Source: an optimization exercise on an open RTL-to-GDS flow (aim: small area). Production flows keep margins and buffers that such runs may drop.
Function was checked by simulation only, so behaviour that the tests miss may differ from the original.
Power is estimated from default activity; no workload was simulated.

Setup of v25:
Design tiler_top, start of the top module:
module tiler_top (
  input  logic                      clk_int,
  input  logic                      rst_ni,
  input  logic                      clear_i,
  input  logic                      start_i,
  input  logic [53:0]               cfg_i,
  output logic                      ready_o,
  output logic                      valid_o,
  output logic [363:0]              result_o
);
  function automatic logic ge_const(input logic [12:0] x, input logic [12:0] k);
    ge_const = 1'b1;
    for (int i = 0; i < 13; i++) begin
      ge_const = k[i] ? (x[i] & ge_const) : (x[i] | ge_const);
    end
  endfunction
  logic       busy_q, valid_q;
  logic [5:0] t_q;
  logic       load, ph_div, ph_p, ph_xw, last;
  assign load   = start_i & ~busy_q;
  assign ph_div = busy_q & (t_q < 6'd13);
  assign ph_p   = busy_q & (t_q >= 6'd13) & (t_q < 6'd26);
  assign ph_xw  = busy_q & (t_q >= 6'd26);
  ...
Size in the first run: about 150 flip-flops, ~420 I/O pins, about 0.0087 sq mm of cells after synthesis.
Settings: LEC_CHECK=0, CAP_MARGIN=20, CORE_MARGIN=2, CORE_UTILIZATION=40, SLEW_MARGIN=20; clock period 10.0 ns.
standard.sh (not shown) runs the stock make flow with config.mk's settings and CLKGATE_MAP_FILE= SYNTH_SCRIPT=/design/flow/synth_recipe.tcl, a recipe that flattens the netlist after the stock synthesis.
==> flow/flow/run.sh <==
#!/bin/bash
# The standard layout, with the smallest buffer on the ports, the constant
# outputs left on the synthesis tie cells, and a small clock tree.
set -euo pipefail
export BUFFER_PORTS_ARGS="-buffer_cell sky130_fd_sc_hd__buf_1"
export SKIP_REPAIR_TIE_FANOUT=1
export CTS_ARGS="-repair_clock_nets -dont_use_dummy_load -buf_list sky130_fd_sc_hd__clkbuf_16 -root_buf sky130_fd_sc_hd__clkbuf_16"
bash standard.sh > standard_flow.log 2>&1
> inputs changed (v25 -> v30)
Settings: an added PLACE_DENSITY of 0.9; a change of CORE_UTILIZATION from 40 to 80.
-- flow/flow/run.sh --
<<< v25, line 7
export CTS_ARGS="-repair_clock_nets -dont_use_dummy_load -buf_list sky130_fd_sc_hd__clkbuf_16 -root_buf sky130_fd_sc_hd__clkbuf_16"
>>> v30, line 7
export CTS_ARGS="-sink_clustering_enable -repair_clock_nets -dont_use_dummy_load -buf_list sky130_fd_sc_hd__clkbuf_8 -root_buf sky130_fd_sc_hd__clkbuf_8 -sink_clustering_size 40 -sink_clustering_max_diameter 300 -sink_clustering_buffer sky130_fd_sc_hd__clkbuf_16"
==> run summary <==
The remaining runs in v30 and v25 completed every stage, whereas v30 halted early. Number of rows created at floorplan: v30 lower than v25. Comparing v30 and v25, the lower initial core utilization is on v25. Vertical die dimension of v30 falls short of that of v25 by more than a quarter.
> inputs changed (v30 -> v57)
Settings: CORE_UTILIZATION changed from 80 to 40; PLACE_DENSITY removed (was 0.9).
Results
v57 was carried through to the last stage, and its layout satisfied the timing, design-rule and antenna checks. The initial core utilization in v57 sits 41 points below the value recorded for v30. [v57] chip height rose 40% relative to v30. Combined area of all synthesized cells: v30 vs v57 identical.
diff inputs: v57 => v59
-- flow/flow/run.sh --
<<< v57, line 7
export CTS_ARGS="-sink_clustering_enable -repair_clock_nets -dont_use_dummy_load -buf_list sky130_fd_sc_hd__clkbuf_8 -root_buf sky130_fd_sc_hd__clkbuf_8 -sink_clustering_size 40 -sink_clustering_max_diameter 300 -sink_clustering_buffer sky130_fd_sc_hd__clkbuf_16"
>>> v59, line 7
export CTS_ARGS="-sink_clustering_enable -repair_clock_nets -dont_use_dummy_load -buf_list sky130_fd_sc_hd__clkbuf_16 -root_buf sky130_fd_sc_hd__clkbuf_16 -sink_clustering_size 80 -sink_clustering_max_diameter 400"
- [compare] base=v57 new=v59: routed length per instance comparable; register-to-register slack comparable; total via count in the routed design comparable; total power now larger; wire length comparable.
- Power density over cell area: v59 > v57
- Comparing v59 with v57, the least setup slack across all paths after layout came out essentially unchanged.
For v40, these inputs were changed with respect to v59:
Settings: swapping 40 for 65 in CORE_UTILIZATION.
-- flow/flow/run.sh --
<<< v59, line 7
export CTS_ARGS="-sink_clustering_enable -repair_clock_nets -dont_use_dummy_load -buf_list sky130_fd_sc_hd__clkbuf_16 -root_buf sky130_fd_sc_hd__clkbuf_16 -sink_clustering_size 80 -sink_clustering_max_diameter 400"
>>> v40, line 7
export CTS_ARGS="-sink_clustering_enable -repair_clock_nets -dont_use_dummy_load -buf_list sky130_fd_sc_hd__clkbuf_8 -root_buf sky130_fd_sc_hd__clkbuf_8 -sink_clustering_size 40 -sink_clustering_max_diameter 300 -sink_clustering_buffer sky130_fd_sc_hd__clkbuf_16"
==> comparison <==
Summary of v40 over v59: number of global-route vias before repair shows an increase of 6.0%; first-pass GRT wire length shows an increase of 18%; width of the die shows a reduction of 21%; final critical path time including I/O delays and setup shows an increase of 0.17 ns. Looking at cell at the slowest stage of the critical path, the dfxtp_1 result is from v40; the fa_1 one comes from v59. v40 has less setup slack than v59. Relative to v59, v40 degrades fmax. Diff v59 -> v40 | critical path data arrival time | increase of 0.20 ns.

==> afterwards: timing with drivers on the ports <==
The flow's constraints put no driver on any port. The routed layouts listed below were extracted and timed again, unchanged, in two steps.
Step 1 assumes that a clkbuf_16 drives the clock port and a buf_2 every other input.
Step 2 times the ports against the registers' clock, not the clock port: input delays grow and output delays shrink by t, the midpoint of the rising clock arrivals with the driver on.
a / b / c = no drivers / after step 1 / after step 2; a / b = the first two.
| run | t, ns | setup WS [ns] | worst setup path after step 2 |
|---|---|---|---|
| v25 | 0.459 | 0.671 / 0.671 / 0.671 | register to register |
| v57 | 0.479 | 0.670 / 0.670 / 0.670 | register to register |
| v59 | 0.459 | 0.671 / 0.671 / 0.671 | register to register |
| v40 | 0.470 | 0.499 / 0.499 / 0.499 | register to register |
After both steps every run listed still meets setup and hold.
